This design comes from an exercise in tuning for small area and a short achievable clock period on the open sky130 flow, not from production work.
Where RTL was checked, it was by simulation tests only, not by an equivalence proof against the original.

==> inputs of job 4724 <==
==> flow/design.v <==
package crc_reg_pkg;
  typedef logic [1:0] reg_addr_t;
  typedef enum logic [1:0]
  {
    ORDER_NONE          = 2'd0,    
    ORDER_BITS_IN_BYTES = 2'd1,    
    ORDER_ALL_BITS      = 2'd2,    
    ORDER_BYTES         = 2'd3     
  } transpose_t;
endpackage
package crc_data_pkg;
  typedef logic [32-1:0] crc_word_t;
  typedef logic [32-1:0] crc_state_t;
  typedef logic crc_width_t;
endpackage
module crc_sel4
(
  input  logic [3:0]  s,
  input  logic [3:0]  d,
  output logic        y
);
  assign y = (s[0] & d[0]) | (s[1] & d[1]) | (s[2] & d[2]) | (s[3] & d[3]);
endmodule
module crc_bit_order
(
  input  crc_data_pkg::crc_word_t  word_in,
  input  crc_reg_pkg::transpose_t  order,
  output crc_data_pkg::crc_word_t  word_out
);
  logic [3:0] sel;
  assign sel[0] = (order == crc_reg_pkg::ORDER_NONE);
  assign sel[1] = (order == crc_reg_pkg::ORDER_BITS_IN_BYTES);
  assign sel[2] = (order == crc_reg_pkg::ORDER_ALL_BITS);
  assign sel[3] = (order == crc_reg_pkg::ORDER_BYTES);
  for (genvar b = 0; b < 4; b++)
  begin : g_byte
    for (genvar i = 0; i < 8; i++)
    begin : g_bit
      crc_sel4 u_sel
      (
        .s (sel),
        .d ({word_in[8*(3 - b) + i],         
             word_in[31 - (8*b + i)],        
             word_in[8*b + 7 - i],           
             word_in[8*b + i]}),             
        .y (word_out[8*b + i])
      );
    end
  end
endmodule
module crc_regs
(
  input  logic                      m,
  input  logic                      reset,
  input  logic                      wr,
  input  logic                      rd,
  input  crc_reg_pkg::reg_addr_t    addr,
  input  crc_data_pkg::crc_word_t   wdata,
  input  crc_data_pkg::crc_word_t   read_word,     
  output crc_data_pkg::crc_word_t   rdata,
  output logic                      rdata_valid,
  output crc_data_pkg::crc_word_t   gpoly,
  output crc_reg_pkg::transpose_t   ctrl_tot,
  output crc_reg_pkg::transpose_t   ctrl_totr,
  output logic                      ctrl_fxor,
  output logic                      ctrl_was,
  output crc_data_pkg::crc_width_t  ctrl_tcrc,
  output logic                      data_load,
  output logic                      seed_load
);
  logic                     data_wr;        
  crc_data_pkg::crc_word_t  ctrl_word;      
  crc_data_pkg::crc_word_t  read_mux;
  assign data_wr   = wr && (addr == 2'd0);
  assign data_load = data_wr && !ctrl_was;
  assign seed_load = data_wr && ctrl_was;
  always_ff @(posedge m)
  begin
    if (reset)
    begin
      gpoly     <= 32'h0000_1021;
      ctrl_tot  <= crc_reg_pkg::ORDER_NONE;
      ctrl_totr <= crc_reg_pkg::ORDER_NONE;
      ctrl_fxor <= 1'b0;
      ctrl_was  <= 1'b0;
      ctrl_tcrc <= 1'b0;
    end
    else if (wr)
    begin
      if (addr == 2'd1)
        gpoly <= wdata;
      if (addr == 2'd2)
      begin
        ctrl_tot  <= crc_reg_pkg::transpose_t'(wdata[31:30]);
        ctrl_totr <= crc_reg_pkg::transpose_t'(wdata[29:28]);
        ctrl_fxor <= wdata[26];
        ctrl_was  <= wdata[25];
        ctrl_tcrc <= wdata[24];    
      end
    end
  end
  always_comb
  begin
    ctrl_word                                = '0;
    ctrl_word[31:30]     = ctrl_tot;
    ctrl_word[29:28]   = ctrl_totr;
    ctrl_word[26]                 = ctrl_fxor;
    ctrl_word[25]                  = ctrl_was;
    ctrl_word[24]                 = ctrl_tcrc;
  end
  always_comb
  begin
    case (addr)
      2'd0:  read_mux = read_word;
      2'd1: read_mux = gpoly;
      2'd2:  read_mux = ctrl_word;
      default:         read_mux = '0;        
    endcase
  end
  always_ff @(posedge m)
  begin
    if (reset)
    begin
      rdata       <= '0;
      rdata_valid <= 1'b0;
    end
    else
    begin
      rdata_valid <= rd;
      if (rd)
        rdata <= read_mux;                    
    end
  end
endmodule
module crc_ax
(
  input  logic  a,
  input  logic  c,
  input  logic  g,
  output logic  y
);
  assign y = a ^ (c & g);
endmodule
module crc_pp
(
  input  logic  c0,
  input  logic  g0,
  input  logic  c1,
  input  logic  g1,
  output logic  y
);
  assign y = (c0 & g0) ^ (c1 & g1);
endmodule
module crc_x2
(
  input  logic  a,
  input  logic  b,
  output logic  y
);
  assign y = a ^ b;
endmodule
module crc_gx_top
#(
  parameter int N = 8
)
(
  input  logic [N-1:0] poly,       
  output logic [N-1:0] d           
);
  always_comb
  begin
    logic [N-1:0] w;
    w = poly;
    for (int i = 0; i < N; i++)
    begin
      d[i] = w[N-1];
      w = {w[N-2:0], 1'b0} ^ (w[N-1] ? poly : '0);
    end
  end
endmodule
module crc_gx_step
(
  input  logic [31:0]  gin,
  input  logic         top,        
  input  logic         top_out,
  input  logic [31:0]  poly,
  output logic [31:0]  gout
);
  for (genvar j = 0; j < 32; j++)
  begin : g_bit
    if (j == 0)
      assign gout[j] = top & poly[j];
    else if (j == 31)
      assign gout[j] = top_out;
    else
      crc_ax u_ax (.a(gin[j-1]), .c(top), .g(poly[j]), .y(gout[j]));
  end
endmodule
module crc_stage
#(
  parameter int           R    = 1,
  parameter logic [31:0]  INJ  = 32'h0,
  parameter logic [31:0]  POST = 32'h0
)
(
  input  logic [31:0]     acc_in,
  input  logic [R*32-1:0] gx,
  input  logic [31:0]     inj,
  output logic [31:0]     acc_out
);
  localparam int NP = R / 2;                   
  localparam int NL = NP + ((R % 2) ? 1 : 0);  
  logic [R-1:0] c;
  for (genvar i = 0; i < R; i++)
  begin : g_c
    assign c[i] = acc_in[31 - i];    
  end
  for (genvar j = 0; j < 32; j++)
  begin : g_bit
    localparam bit PRE    = INJ[j] && !POST[j];
    localparam bit HAS_SH = (j >= R) || PRE;
    localparam int NLEAF  = NL + ((HAS_SH && !(R % 2)) ? 1 : 0);
    logic              sh;           
    logic [NLEAF-1:0]  leaf;
    logic              sum;
    if (j < R)
    begin : g_nosh
      if (PRE)
        assign sh = inj[j];
      else
        assign sh = 1'b0;
    end
    else
    begin : g_sh
      if (PRE)
        crc_x2 u_inj (.a(acc_in[j-R]), .b(inj[j]), .y(sh));
      else
        assign sh = acc_in[j-R];
    end
    for (genvar k = 0; k < NP; k++)
    begin : g_pp
      crc_pp u_pp (.c0(c[2*k]),   .g0(gx[(R - 1 - 2*k) * 32 + j]),
                   .c1(c[2*k+1]), .g1(gx[(R - 2 - 2*k) * 32 + j]),
                   .y(leaf[k]));
    end
    if (R % 2)
    begin : g_odd
      if (HAS_SH)
        crc_ax u_ax (.a(sh), .c(c[R-1]), .g(gx[j]), .y(leaf[NP]));
      else
        assign leaf[NP] = c[R-1] & gx[j];
    end
    else if (HAS_SH)
    begin : g_even
      assign leaf[NP] = sh;
    end
    crc_xtree #(.N(NLEAF)) u_tree (.x(leaf), .y(sum));
    if (POST[j])
      crc_x2 u_post (.a(sum), .b(inj[j]), .y(acc_out[j]));
    else
      assign acc_out[j] = sum;
  end
endmodule
module crc_xtree
#(
  parameter int N = 1
)
(
  input  logic [N-1:0] x,
  output logic         y
);
  if (N == 1)
  begin : g_one
    assign y = x[0];
  end
  else if (N == 2)
  begin : g_two
    crc_x2 u_x (.a(x[0]), .b(x[1]), .y(y));
  end
  else
  begin : g_split
    localparam int H = 1 << $clog2(N) - 1;    
    logic ylo, yhi;
    crc_xtree #(.N(H))     u_lo (.x(x[H-1:0]), .y(ylo));
    crc_xtree #(.N(N - H)) u_hi (.x(x[N-1:H]), .y(yhi));
    crc_x2 u_x (.a(ylo), .b(yhi), .y(y));
  end
endmodule
module crc_engine
(
  input  logic                      m,
  input  logic                      reset,
  input  crc_data_pkg::crc_word_t   order_word,    
  input  crc_data_pkg::crc_word_t   gpoly,
  input  crc_data_pkg::crc_width_t  width,
  input  logic                      data_load,
  input  logic                      seed_load,
  input  logic                      width_flip,    
  output crc_data_pkg::crc_state_t  state
);
  logic [7*32-1:0]           gx;        
  logic [6:0]               d;         
  logic [31:0]               acc [7];   
  logic [15:0]               late;      
  logic [31:0]               inj2;
  logic [31:0]               inj3;
  logic [31:0]               inj4;
  logic [31:0]               inj_last;
  crc_data_pkg::crc_state_t  fold;
  crc_data_pkg::crc_state_t  seed;
  assign gx[31:0] = width ? gpoly : {gpoly[15:0], 16'h0000};
  crc_gx_top #(.N(7)) u_top
  (
    .poly (gx[31:25]),
    .d    (d)
  );
  for (genvar i = 1; i < 7; i++)
  begin : g_gx
    crc_gx_step u_step
    (
      .gin     (gx[(i-1)*32 +: 32]),
      .top     (d[i-1]),
      .top_out (d[i]),
      .poly    (gx[31:0]),
      .gout    (gx[i*32 +: 32])
    );
  end
  crc_data_pkg::crc_state_t  rem;
  assign state = width ? rem : {rem[15:0], rem[31:16]};
  assign acc[0]   = {rem[31:16], rem[15:0] & {16{width}}};
  assign late     = width ? 16'h0000 : order_word[31:16];
  assign inj_last = width ? order_word : {order_word[15:0], 16'h0000};
  always_comb
  begin
    inj2 = 32'h0;
    inj2[26] = late[15];
    inj2[25] = late[14];
  end
  always_comb
  begin
    inj3 = 32'h0;
    inj3[31] = late[13];
    inj3[30] = late[12];
    inj3[29] = late[11];
    inj3[28] = late[10];
    inj3[27] = late[9];
    inj3[26] = late[8];
    inj3[25] = late[7];
  end
  always_comb
  begin
    inj4 = 32'h0;
    inj4[31] = late[6];
    inj4[30] = late[5];
    inj4[29] = late[4];
    inj4[28] = late[3];
    inj4[27] = late[2];
    inj4[26] = late[1];
    inj4[25] = late[0];
  end
  crc_stage #(.R(1), .INJ(32'h00000000), .POST(32'h00000000)) u_st0
    (.acc_in(acc[0]), .gx(gx[0 +: 32]), .inj(32'h0), .acc_out(acc[1]));
  crc_stage #(.R(3), .INJ(32'h00000000), .POST(32'h00000000)) u_st1
    (.acc_in(acc[1]), .gx(gx[0 +: 96]), .inj(32'h0), .acc_out(acc[2]));
  crc_stage #(.R(7), .INJ(32'h06000000), .POST(32'h06000000)) u_st2
    (.acc_in(acc[2]), .gx(gx[0 +: 224]), .inj(inj2), .acc_out(acc[3]));
  crc_stage #(.R(7), .INJ(32'hFE000000), .POST(32'h00000000)) u_st3
    (.acc_in(acc[3]), .gx(gx[0 +: 224]), .inj(inj3), .acc_out(acc[4]));
  crc_stage #(.R(7), .INJ(32'hFE000000), .POST(32'h00000000)) u_st4
    (.acc_in(acc[4]), .gx(gx[0 +: 224]), .inj(inj4), .acc_out(acc[5]));
  crc_stage #(.R(7), .INJ(32'hFFFFFFFF), .POST(32'h00000000)) u_st5
    (.acc_in(acc[5]), .gx(gx[0 +: 224]), .inj(inj_last), .acc_out(acc[6]));
  assign fold = {acc[6][31:16], acc[6][15:0] & {16{width}}};
  assign seed = inj_last;
  always_ff @(posedge m)
  begin
    if (reset)
      rem <= 32'hFFFF_FFFF;
    else if (seed_load)
      rem <= seed;
    else if (data_load)
      rem <= fold;
    else if (width_flip)
      rem <= {rem[15:0], rem[31:16]};
  end
endmodule
module crc_readout
(
  input  crc_data_pkg::crc_state_t  state,
  input  crc_data_pkg::crc_width_t  width,
  input  logic                      fxor,
  input  crc_reg_pkg::transpose_t   order,
  output crc_data_pkg::crc_word_t   read_word
);
  crc_data_pkg::crc_word_t  inv_mask;    
  crc_data_pkg::crc_word_t  inv_word;
  assign inv_mask = width ? 32'hFFFF_FFFF : 32'h0000_FFFF;
  assign inv_word = fxor ? (state ^ inv_mask) : state;
  crc_bit_order u_read_order
  (
    .word_in  (inv_word),
    .order    (order),
    .word_out (read_word)
  );
endmodule
module crc_unit
(
  input  logic                     m,
  input  logic                     reset,
  input  logic                     wr,            
  input  logic                     rd,            
  input  crc_reg_pkg::reg_addr_t   addr,
  input  crc_data_pkg::crc_word_t  wdata,
  output crc_data_pkg::crc_word_t  rdata,
  output logic                     rdata_valid
);
  crc_data_pkg::crc_word_t   gpoly;
  crc_reg_pkg::transpose_t   ctrl_tot;
  crc_reg_pkg::transpose_t   ctrl_totr;
  logic                      ctrl_fxor;
  logic                      ctrl_was;
  crc_data_pkg::crc_width_t  ctrl_tcrc;
  logic                      data_load;
  logic                      seed_load;
  logic                      width_flip;    
  crc_data_pkg::crc_word_t   order_word;    
  crc_data_pkg::crc_state_t  state;
  crc_data_pkg::crc_word_t   read_word;     
  crc_regs u_regs
  (
    .m           (m),
    .reset       (reset),
    .wr          (wr),
    .rd          (rd),
    .addr        (addr),
    .wdata       (wdata),
    .read_word   (read_word),
    .rdata       (rdata),
    .rdata_valid (rdata_valid),
    .gpoly       (gpoly),
    .ctrl_tot    (ctrl_tot),
    .ctrl_totr   (ctrl_totr),
    .ctrl_fxor   (ctrl_fxor),
    .ctrl_was    (ctrl_was),
    .ctrl_tcrc   (ctrl_tcrc),
    .data_load   (data_load),
    .seed_load   (seed_load)
  );
  assign width_flip = wr && (addr == 2'd2) && (wdata[24] != ctrl_tcrc);
  crc_bit_order u_write_order
  (
    .word_in  (wdata),
    .order    (ctrl_tot),
    .word_out (order_word)
  );
  crc_engine u_engine
  (
    .m          (m),
    .reset      (reset),
    .order_word (order_word),
    .gpoly      (gpoly),
    .width      (ctrl_tcrc),
    .data_load  (data_load),
    .seed_load  (seed_load),
    .width_flip (width_flip),
    .state      (state)
  );
  crc_readout u_readout
  (
    .state     (state),
    .width     (ctrl_tcrc),
    .fxor      (ctrl_fxor),
    .order     (ctrl_totr),
    .read_word (read_word)
  );
endmodule
==> flow/flow/run.sh <==
#!/bin/bash
# Standard layout, with timing repair aimed well below the clock period so
# that the achieved period shrinks; constraints are left as given.
set -o pipefail
cat standard.sh > standard_copy.log
cat config.mk > config_copy.log
export SETUP_SLACK_MARGIN=8.5
export TNS_END_PERCENT=20
bash standard.sh synth > synth.log 2>&1 || exit 1
bash standard.sh > finish.log 2>&1 || exit 1
==> flow/standard.sh <==
#!/bin/bash
# synth_recipe.tcl (not shown) runs the flow's synth.tcl, then flattens the netlist and writes it again
# the make line also repeats each setting of config.mk as NAME=value (left out here)
make -C /OpenROAD-flow-scripts/flow DESIGN_CONFIG=/design/flow/config.mk WORK_HOME=/design/flow/orfs CLKGATE_MAP_FILE= SYNTH_SCRIPT=/design/flow/synth_recipe.tcl "${@:-finish}"
==> flow/config.mk <==
export PLATFORM = sky130hd
export DESIGN_NAME = crc_unit
export DESIGN_NICKNAME = crc_unit
export VERILOG_FILES = /design/flow/design.v
export SDC_FILE = /design/flow/constraint.sdc
export NUM_CORES = 4
export LEC_CHECK = 0
export CAP_MARGIN = 20
export CORE_MARGIN = 2
export CORE_UTILIZATION = 40
export PLACE_DENSITY = 0.6
export SLEW_MARGIN = 20
export SYNTH_HIERARCHICAL = 1
export SYNTH_MINIMUM_KEEP_SIZE = 0
==> flow/constraint.sdc <==
create_clock -name core_clock -period 15.0 [get_ports {m}]
set_input_delay 3.0000 -clock core_clock [delete_from_list [all_inputs] [get_ports {m}]]
set_output_delay 3.0000 -clock core_clock [all_outputs]
set_load 0.01 [all_outputs]
==> inputs of job 8009, as changes to job 4724 <==
--- a/flow/design.v
+++ b/flow/design.v
@@ -61,3 +61,4 @@
   output logic                      rdata_valid,
-  output crc_data_pkg::crc_word_t   gpoly,
+  output crc_data_pkg::crc_word_t   gpoly_q,       
+  output crc_data_pkg::crc_word_t   gpoly_next,    
   output crc_reg_pkg::transpose_t   ctrl_tot,
@@ -70,2 +71,3 @@
 );
+  localparam crc_data_pkg::crc_word_t GPOLY_RESET = 32'h0000_1021;
   logic                     data_wr;        
@@ -73,2 +75,5 @@
   crc_data_pkg::crc_word_t  read_mux;
+  crc_data_pkg::crc_word_t  held;           
+  crc_data_pkg::crc_word_t  unswapped;      
+  logic                     width_flip;     
   assign data_wr   = wr && (addr == 2'd0);
@@ -76,2 +81,18 @@
   assign seed_load = data_wr && ctrl_was;
+  assign width_flip = (addr == 2'd2) && (wdata[24] != ctrl_tcrc);
+  always_comb
+  begin
+    gpoly_next = gpoly_q;
+    if (reset)
+      gpoly_next = {GPOLY_RESET[15:0], GPOLY_RESET[31:16]};    
+    else if (wr)
+    begin
+      if (addr == 2'd1)
+        gpoly_next = ctrl_tcrc ? wdata : {wdata[15:0], wdata[31:16]};
+      if (width_flip)
+        gpoly_next = {gpoly_q[15:0], gpoly_q[31:16]};
+    end
+  end
+  always_ff @(posedge m)
+    gpoly_q <= gpoly_next;
   always_ff @(posedge m)
@@ -80,3 +101,2 @@
     begin
-      gpoly     <= 32'h0000_1021;
       ctrl_tot  <= crc_reg_pkg::ORDER_NONE;
@@ -89,4 +109,2 @@
     begin
-      if (addr == 2'd1)
-        gpoly <= wdata;
       if (addr == 2'd2)
@@ -101,2 +119,4 @@
   end
+  assign held      = (addr == 2'd1) ? gpoly_q : read_word;
+  assign unswapped = ctrl_tcrc ? held : {held[15:0], held[31:16]};
   always_comb
@@ -113,4 +133,4 @@
     case (addr)
-      2'd0:  read_mux = read_word;
-      2'd1: read_mux = gpoly;
+      2'd0:  read_mux = unswapped;
+      2'd1: read_mux = unswapped;
       2'd2:  read_mux = ctrl_word;
@@ -281,3 +301,3 @@
   begin : g_split
-    localparam int H = 1 << $clog2(N) - 1;    
+    localparam int H = (N > 16) ? 16 : (N > 8) ? 8 : (N > 4) ? 4 : (N > 2) ? 2 : 1;
     logic ylo, yhi;
@@ -293,3 +313,4 @@
   input  crc_data_pkg::crc_word_t   order_word,    
-  input  crc_data_pkg::crc_word_t   gpoly,
+  input  crc_data_pkg::crc_word_t   gpoly,         
+  input  logic [31:25]               gpoly_top_next,   
   input  crc_data_pkg::crc_width_t  width,
@@ -298,3 +319,3 @@
   input  logic                      width_flip,    
-  output crc_data_pkg::crc_state_t  state
+  output crc_data_pkg::crc_state_t  rem            
 );
@@ -310,8 +331,13 @@
   crc_data_pkg::crc_state_t  seed;
-  assign gx[31:0] = width ? gpoly : {gpoly[15:0], 16'h0000};
+  assign gx[31:0] = {gpoly[31:16], gpoly[15:0] & {16{width}}};
+  logic [6:0]               d_next;
+  logic [6:1]               d_q;
   crc_gx_top #(.N(7)) u_top
   (
-    .poly (gx[31:25]),
-    .d    (d)
+    .poly (gpoly_top_next),
+    .d    (d_next)
   );
+  always_ff @(posedge m)
+    d_q <= d_next[6:1];
+  assign d = {d_q, gx[31]};
   for (genvar i = 1; i < 7; i++)
@@ -327,4 +353,2 @@
   end
-  crc_data_pkg::crc_state_t  rem;
-  assign state = width ? rem : {rem[15:0], rem[31:16]};
   assign acc[0]   = {rem[31:16], rem[15:0] & {16{width}}};
@@ -388,3 +412,3 @@
 (
-  input  crc_data_pkg::crc_state_t  state,
+  input  crc_data_pkg::crc_state_t  rem,           
   input  crc_data_pkg::crc_width_t  width,
@@ -396,4 +420,4 @@
   crc_data_pkg::crc_word_t  inv_word;
-  assign inv_mask = width ? 32'hFFFF_FFFF : 32'h0000_FFFF;
-  assign inv_word = fxor ? (state ^ inv_mask) : state;
+  assign inv_mask = width ? 32'hFFFF_FFFF : 32'hFFFF_0000;
+  assign inv_word = fxor ? (rem ^ inv_mask) : rem;
   crc_bit_order u_read_order
@@ -417,2 +441,3 @@
   crc_data_pkg::crc_word_t   gpoly;
+  crc_data_pkg::crc_word_t   gpoly_next;    
   crc_reg_pkg::transpose_t   ctrl_tot;
@@ -426,3 +451,3 @@
   crc_data_pkg::crc_word_t   order_word;    
-  crc_data_pkg::crc_state_t  state;
+  crc_data_pkg::crc_state_t  rem;           
   crc_data_pkg::crc_word_t   read_word;     
@@ -439,3 +464,4 @@
     .rdata_valid (rdata_valid),
-    .gpoly       (gpoly),
+    .gpoly_q     (gpoly),
+    .gpoly_next  (gpoly_next),
     .ctrl_tot    (ctrl_tot),
@@ -461,2 +487,3 @@
     .gpoly      (gpoly),
+    .gpoly_top_next (gpoly_next[31:25]),
     .width      (ctrl_tcrc),
@@ -465,3 +492,3 @@
     .width_flip (width_flip),
-    .state      (state)
+    .rem        (rem)
   );
@@ -469,3 +496,3 @@
   (
-    .state     (state),
+    .rem       (rem),
     .width     (ctrl_tcrc),
--- a/flow/flow/run.sh
+++ b/flow/flow/run.sh
@@ -6,4 +6,6 @@
 cat config.mk > config_copy.log
-export SETUP_SLACK_MARGIN=8.5
+export SETUP_SLACK_MARGIN=7.5
 export TNS_END_PERCENT=20
+# port buffers: the smallest plain buffer, resized later where timing needs it
+export BUFFER_PORTS_ARGS="-buffer_cell sky130_fd_sc_hd__buf_1"
 bash standard.sh synth > synth.log 2>&1 || exit 1
==> inputs of job 4330, as changes to job 4724 <==
--- a/flow/design.v
+++ b/flow/design.v
@@ -61,3 +61,3 @@
   output logic                      rdata_valid,
-  output crc_data_pkg::crc_word_t   gpoly,
+  output crc_data_pkg::crc_word_t   gpoly_q,       
   output crc_reg_pkg::transpose_t   ctrl_tot,
@@ -70,2 +70,3 @@
 );
+  localparam crc_data_pkg::crc_word_t GPOLY_RESET = 32'h0000_1021;
   logic                     data_wr;        
@@ -73,2 +74,4 @@
   crc_data_pkg::crc_word_t  read_mux;
+  crc_data_pkg::crc_word_t  gpoly;          
+  logic                     width_flip;     
   assign data_wr   = wr && (addr == 2'd0);
@@ -76,2 +79,3 @@
   assign seed_load = data_wr && ctrl_was;
+  assign width_flip = (addr == 2'd2) && (wdata[24] != ctrl_tcrc);
   always_ff @(posedge m)
@@ -80,3 +84,3 @@
     begin
-      gpoly     <= 32'h0000_1021;
+      gpoly_q   <= {GPOLY_RESET[15:0], GPOLY_RESET[31:16]};    
       ctrl_tot  <= crc_reg_pkg::ORDER_NONE;
@@ -90,3 +94,5 @@
       if (addr == 2'd1)
-        gpoly <= wdata;
+        gpoly_q <= ctrl_tcrc ? wdata : {wdata[15:0], wdata[31:16]};
+      if (width_flip)
+        gpoly_q <= {gpoly_q[15:0], gpoly_q[31:16]};
       if (addr == 2'd2)
@@ -101,2 +107,3 @@
   end
+  assign gpoly = ctrl_tcrc ? gpoly_q : {gpoly_q[15:0], gpoly_q[31:16]};
   always_comb
@@ -281,3 +288,3 @@
   begin : g_split
-    localparam int H = 1 << $clog2(N) - 1;    
+    localparam int H = (N > 16) ? 16 : (N > 8) ? 8 : (N > 4) ? 4 : (N > 2) ? 2 : 1;
     logic ylo, yhi;
@@ -293,3 +300,3 @@
   input  crc_data_pkg::crc_word_t   order_word,    
-  input  crc_data_pkg::crc_word_t   gpoly,
+  input  crc_data_pkg::crc_word_t   gpoly,         
   input  crc_data_pkg::crc_width_t  width,
@@ -310,3 +317,3 @@
   crc_data_pkg::crc_state_t  seed;
-  assign gx[31:0] = width ? gpoly : {gpoly[15:0], 16'h0000};
+  assign gx[31:0] = {gpoly[31:16], gpoly[15:0] & {16{width}}};
   crc_gx_top #(.N(7)) u_top
@@ -439,3 +446,3 @@
     .rdata_valid (rdata_valid),
-    .gpoly       (gpoly),
+    .gpoly_q     (gpoly),
     .ctrl_tot    (ctrl_tot),
==> comparison <==
- Clock skew: job 4724 > job 8009 > job 4330.
- Cell count, lowest first: job 8009, job 4724, job 4330.
- The highest die area belongs to job 8009, the lowest to job 4724.
- Of job 4724 and job 4330, job 4724 has the higher worst hold slack (gap 0.0053 ns).
- In job 8009 the synthesized area is larger than in job 4724, by about 2%.
- In count of clock-buffer cells in the layout, job 4724 and job 4330 do not differ.
- First-iteration DRC count: job 8009 < job 4724 < job 4330.
- Critical path depth: job 4330 is lower than job 8009 (2).
==> figures <==
item	job 4330	job 8009	job 4724
Final standard cell count with taps included and fillers excluded	4607	4514	4524
Maximum net fanout on the critical path	16	32	7
Run status	no timing/DRC/antenna violations	no timing/DRC/antenna violations	no timing/DRC/antenna violations
Reg2reg start	u_regs.gpoly_q[19]	u_engine.rem[31]	u_regs.ctrl_tcrc
Crit path from	u_regs.gpoly_q[19]	u_engine.rem[31]	wdata[7]
Endpoint required time on the critical path	15.30 ns	15.32 ns	15.27 ns
Number of cells on the critical path	31	33	24
Reg2Reg Depth	31	33	35
Fmax achieved	133 MHz	133 MHz	127 MHz
Met3 wirelength from detailed routing	16300 um	14300 um	16300 um
Clock-pin transition on the worst setup and hold timing paths	0.09 ns	0.09 ns	0.11 ns
Transition time at the pin with the least slew margin	1.13 ns	1.02 ns	1.19 ns
Area of all sequential standard cells	2100 sq um	2220 sq um	2090 sq um
# clock sinks	104	110	104
For job 4724, only the layout was checked, not whether the RTL still works.

==> port drivers added, routing unchanged <==
The results above use ideal ports. As a check the final layouts listed here were re-extracted and re-timed, cells and wires unchanged.
Step 1, drivers: a clkbuf_16 drives m and a buf_2 each remaining input, both assumed.
Step 2, shift: input delay + t, output delay - t, t = (earliest + latest rising clock arrival at the registers) / 2. This alone moves slack from input paths to output paths.
Three values: no drivers, after step 1, after step 2; two values: the first two.
run	t, ns	slack for setup (ns)	hold slack, ns	worst setup path at the end	worst register clock-pin slew, ns
job 4724	0.455	7.146 / 7.160 / 6.726	0.478 / 0.478 / 0.478	input to register	0.11 / 0.11
job 8009	0.456	7.457 / 7.457 / 7.109	0.483 / 0.483 / 0.483	input to register	0.10 / 0.10
job 4330	0.417	7.471 / 7.471 / 7.340	0.473 / 0.473 / 0.473	input to register	0.09 / 0.09
After both steps setup and hold are still met in every run listed. The setup slack of job 4724, which loses most, moves by +0.014 ns with the drivers and by -0.420 ns with both steps.
